From an optimization exercise on the open Yosys and OpenROAD flow, aimed at small area and a short achievable clock period; shortcuts taken in it are not production practice. RTL that was checked went through simulation tests only; none was proved equivalent to the original. No activity file was given, so power comes from the tool's default toggle rates.

## alu_top
module alu_top (
    input  logic                      clk,
    input  logic                      reset,
    input  logic                      ce,
    input  logic                      execute,
    input  logic [4:0]                operation,
    input  logic [16-1:0]    ta,
    input  logic [16-1:0]    tb,
    input  logic                      wide,
    input  logic [5:0]                flags_in,
    output logic [32-1:0]    result,
    output logic [5:0]                flags,
    output logic                      done
);
For scale: roughly 2500 cells after synthesis, ~39 flip-flops, roughly 16000 um^2 of cells after synthesis.
==> flow/config.mk <==
export PLATFORM = sky130hd
export DESIGN_NAME = alu_top
export DESIGN_NICKNAME = alu_top
export VERILOG_FILES = /design/flow/design.v
export SDC_FILE = /design/flow/constraint.sdc
export NUM_CORES = 4
export LEC_CHECK = 0
export ABC_AREA = 1
export CAP_MARGIN = 20
export CORE_MARGIN = 2
export CORE_UTILIZATION = 40
export SLEW_MARGIN = 20
==> flow/constraint.sdc <==
create_clock -name core_clock -period 11.0 [get_ports {clk}]
set_input_delay 2.2000 -clock core_clock [delete_from_list [all_inputs] [get_ports {clk}]]
set_output_delay 2.2000 -clock core_clock [all_outputs]
set_load 0.01 [all_outputs]
standard.sh (not shown) runs the stock make flow with config.mk's settings and CLKGATE_MAP_FILE= SYNTH_SCRIPT=/design/flow/synth_recipe.tcl, a recipe that flattens the netlist after the stock synthesis.
==> flow/flow/run.sh <==
#!/bin/bash
# The standard layout (standard.sh) with two changes:
# - synthesis runs Yosys's synth with -noabc (SYNTH_ARGS), so the full adders
#   are extracted from the design's own gates rather than from ABC's first
#   mapping, which leaves them in mixed polarity with inverters in between;
#   the registers, their names and cells are those of the standard synthesis
# - buffer_ports makes the port buffers from buf_2 cells instead of the slow
#   delay-buffer cell it picks by itself
# The make output goes to make_finish.log here; ORFS keeps each step's log
# under orfs/logs/.
set -euo pipefail
bash standard.sh "SYNTH_ARGS=-noabc" \
    "BUFFER_PORTS_ARGS=-buffer_cell sky130_fd_sc_hd__buf_2" finish > make_finish.log 2>&1
Change:
==> flow/run.sh (new file) <==
#!/bin/bash
# synth_recipe.tcl (not shown) runs the flow's synth.tcl, then flattens the netlist and writes it again
# the make line also repeats each setting of config.mk as NAME=value (left out here)
make -C /OpenROAD-flow-scripts/flow DESIGN_CONFIG=/design/flow/config.mk WORK_HOME=/design/flow/orfs CLKGATE_MAP_FILE= SYNTH_SCRIPT=/design/flow/synth_recipe.tcl finish
ABC_AREA = default   (was 1)
CAP_MARGIN = 10   (was 20)
CORE_UTILIZATION = 55   (was 40)
PLACE_DENSITY = 0.8   (was default)
SLEW_MARGIN = 10   (was 20)
removed: flow/flow/run.sh
removed: flow/standard.sh
=> The changed run completed with no timing, DRC or antenna violations; design area rises by 6.1%; first-iteration DRC count rises by about 50%; critical path depth falls by 7; utilization rises by 21 points; worst hold slack stays flat; wire length rises by about 2%; clock skew does not change; fmax falls by about 2.5%; non-clock buffer count rises by 108.
Change:
CAP_MARGIN = 20   (was 10)
CORE_UTILIZATION = 40   (was 55)
PLACE_DENSITY = default   (was 0.8)
SLEW_MARGIN = 20   (was 10)
Result:
- The new run produced a clean layout
- total power rises by a few percent
- via count falls slightly
- register-to-register slack improves by 0.02 ns
- worst hold slack stays flat
No functional check of the RTL was part of any run of this note.


Another version of the RTL of alu_top (not shown whole).
Size: roughly 1,900 cells after synthesis, roughly 39 flip-flops, ~0.013 mm2 of cells after synthesis.
export LEC_CHECK = 0
export ABC_AREA = 1
export CAP_MARGIN = 20
export CORE_MARGIN = 2
export CORE_UTILIZATION = 40
export SLEW_MARGIN = 20
create_clock -name core_clock -period 11.0 [get_ports {clk}]
==> flow/flow/run.sh <==
#!/bin/bash
# The standard layout (standard.sh) with two changes:
# - synthesis runs Yosys's synth with -noabc (SYNTH_ARGS), so the full adders
#   are extracted from the design's own gates rather than from ABC's first
#   mapping, which leaves them in mixed polarity with inverters in between;
#   the registers, their names and cells are those of the standard synthesis
# - buffer_ports makes the port buffers from buf_1 cells instead of the slow
#   delay-buffer cell it picks by itself
# The make output goes to make_finish.log here; ORFS keeps each step's log
# under orfs/logs/.
set -euo pipefail
bash standard.sh "SYNTH_ARGS=-noabc" \
    "BUFFER_PORTS_ARGS=-buffer_cell sky130_fd_sc_hd__buf_1" finish > make_finish.log 2>&1
The first run went through all stages and came out clean.
Then changed:
==> flow/flow/run.sh (replaced) <==
#!/bin/bash
# The standard layout (standard.sh) with two changes:
# - synthesis runs Yosys's synth with -noabc (SYNTH_ARGS), so the full adders
#   are extracted from the design's own gates rather than from ABC's first
#   mapping, which leaves them in mixed polarity with inverters in between;
#   the registers, their names and cells are those of the standard synthesis
# - buffer_ports makes the port buffers from buf_2 cells instead of the slow
#   delay-buffer cell it picks by itself
# The make output goes to make_finish.log here; ORFS keeps each step's log
# under orfs/logs/.
set -euo pipefail
bash standard.sh "SYNTH_ARGS=-noabc" \
    "BUFFER_PORTS_ARGS=-buffer_cell sky130_fd_sc_hd__buf_2" finish > make_finish.log 2>&1
SETUP_SLACK_MARGIN = 1.3   (was default)
=> Clock skew stays the same. Cell area grows by 3.4%. Routed wire length shrinks by 4.2%. Via count grows by 0.43%. Die area is unchanged. Cell count grows by 0.50%. Synthesized cell count stays the same. Total power hardly moves. Core utilization grows by 1.5 points. Global-route usage shrinks by 1.5 points. Maximum frequency grows by 13%.
Then changed:
ABC_AREA = default   (was 1)
SETUP_SLACK_MARGIN = 1.0   (was 1.3)
=> The changed run finished with timing, DRC and antenna clean. Sequential share of layout area falls by 0.89 points. Hold slack degrades by 14 ps. Sequential power stays flat. Worst setup slack gets worse by 540 ps.
Then changed:
ABC_AREA = 1   (was default)
SETUP_SLACK_MARGIN = 2.0   (was 1.0)
Outcome: The new run completed with no timing, DRC or antenna violations; die area is lower by 9.8%; synthesized cell count is about the same; first-iteration DRC count is lower by 26%; area after synthesis is lower by 10%; non-clock buffer count is lower by 101; setup slack gains 960 ps; final cell count is lower by 2.8%.


alu_top, a different RTL version from the one above (not shown whole).
Size: roughly 39 flip-flops, ~87 I/O pins, roughly 0.016 mm2 of cells after synthesis.
==> flow/config.mk <==
export PLATFORM = sky130hd
export DESIGN_NAME = alu_top
export DESIGN_NICKNAME = alu_top
export VERILOG_FILES = /design/flow/design.v
export SDC_FILE = /design/flow/constraint.sdc
export NUM_CORES = 4
export LEC_CHECK = 0
export CAP_MARGIN = 20
export CORE_MARGIN = 2
export CORE_UTILIZATION = 40
export SETUP_SLACK_MARGIN = 2.5
export SLEW_MARGIN = 20
==> flow/constraint.sdc <==
create_clock -name core_clock -period 11.0 [get_ports {clk}]
set_input_delay 2.2000 -clock core_clock [delete_from_list [all_inputs] [get_ports {clk}]]
set_output_delay 2.2000 -clock core_clock [all_outputs]
set_load 0.01 [all_outputs]
run.sh (not shown) runs the stock make flow with config.mk's settings and CLKGATE_MAP_FILE= SYNTH_SCRIPT=/design/flow/synth_recipe.tcl, a recipe that flattens the netlist after the stock synthesis.
Stock flow here: none of the scripts above is used.
The baseline finished clean.
Next try:
- SETUP_SLACK_MARGIN: 2.5 -> not set
Synthesized cell count does not change.
Critical path depth grows by 1.
Clock skew does not change.
Via count goes down by 3.9%.


RTL: one of the versions met above, not the one the previous note started from.
Size in the first run: roughly 1,900 cells after synthesis, roughly 39 flip-flops, ~87 I/O pins, ~13,000 um^2 of cells after synthesis.
Settings: LEC_CHECK=0, ABC_AREA=1, CAP_MARGIN=10, CORE_MARGIN=2, CORE_UTILIZATION=55, PLACE_DENSITY=0.8, SLEW_MARGIN=10; clock period 11.0 ns.
standard.sh (not shown) runs the stock make flow with config.mk's settings and CLKGATE_MAP_FILE= SYNTH_SCRIPT=/design/flow/synth_recipe.tcl, a recipe that flattens the netlist after the stock synthesis.
==> flow/flow/run.sh <==
#!/bin/bash
# The standard layout (standard.sh) with two changes:
# - synthesis runs Yosys's synth with -noabc (SYNTH_ARGS), so the full adders
#   are extracted from the design's own gates rather than from ABC's first
#   mapping, which leaves them in mixed polarity with inverters in between;
#   the registers, their names and cells are those of the standard synthesis
# - buffer_ports makes the port buffers from buf_2 cells instead of the slow
#   delay-buffer cell it picks by itself
# The make output goes to make_finish.log here; ORFS keeps each step's log
# under orfs/logs/.
set -euo pipefail
bash standard.sh "SYNTH_ARGS=-noabc" \
    "BUFFER_PORTS_ARGS=-buffer_cell sky130_fd_sc_hd__buf_2" finish > make_finish.log 2>&1
Next try:
CAP_MARGIN = 20   (was 10)
CORE_UTILIZATION = 40   (was 55)
PLACE_DENSITY = unset   (was 0.8)
SLEW_MARGIN = 20   (was 10)
Maximum frequency stays flat.
Combinational power barely changes.
Total power stays flat.
Design area rises by 2.0%.
Die area rises by 36%.
Cell count rises by 6.1%.
Wire length rises by 2.4%.
Setup slack gains 24 ps.
Next try:
SETUP_SLACK_MARGIN = 1.0   (was unset)
Flip-flop and latch count does not change; global-route usage is about the same; cell area rose by 1.3%; setup slack gets better by 870 ps; area after synthesis is unchanged; first-iteration DRC count rose by 1.7%; core utilization rose by 0.59 points.

## what the ideal ports hide
The results above use ideal ports. As a check the final layouts listed here were re-extracted and re-timed, cells and wires unchanged. Step 1, drivers: a clkbuf_16 drives clk and a buf_2 each remaining input, both assumed. Step 2 also shifts input and output timing later by t, the mid clock arrival at the registers, as if the neighbouring blocks saw the same clock. Three values: no drivers, after step 1, after step 2; two values: the first two.
run | t (ns) | slack for setup (ns) | latest minus earliest clock arrival (ns)
the first run of note 1 | 0.316 | 0.572 / 0.591 / 0.275 | 0.006 / 0.006
the second run of note 1 | 0.316 | 0.304 / 0.310 / -0.005 | 0.009 / 0.009
the third run of note 1 | 0.315 | 0.328 / 0.334 / 0.019 | 0.006 / 0.006
the first run of note 2 | 0.315 | 0.495 / 0.507 / 0.192 | 0.006 / 0.005
the second run of note 2 | 0.317 | 1.696 / 1.707 / 1.390 | 0.005 / 0.005
the third run of note 2 | 0.311 | 1.155 / 1.156 / 0.845 | 0.007 / 0.007
the fourth run of note 2 | 0.308 | 2.117 / 2.120 / 1.812 | 0.002 / 0.002
the first run of note 3 | 0.314 | 1.298 / 1.273 / 0.959 | 0.008 / 0.008
the second run of note 3 | 0.305 | 0.335 / 0.340 / 0.034 | 0.004 / 0.005
the first run of note 4 | 0.307 | 0.535 / 0.540 / 0.233 | 0.002 / 0.003
the second run of note 4 | 0.316 | 0.558 / 0.571 / 0.255 | 0.005 / 0.005
the third run of note 4 | 0.318 | 1.425 / 1.436 / 1.118 | 0.005 / 0.005
Met with ideal ports but missed after step 2: setup timing in the second run of note 1. For the first run of note 3, which loses most, drivers alone change the setup slack by -0.025 ns; drivers and shift together by -0.339 ns.
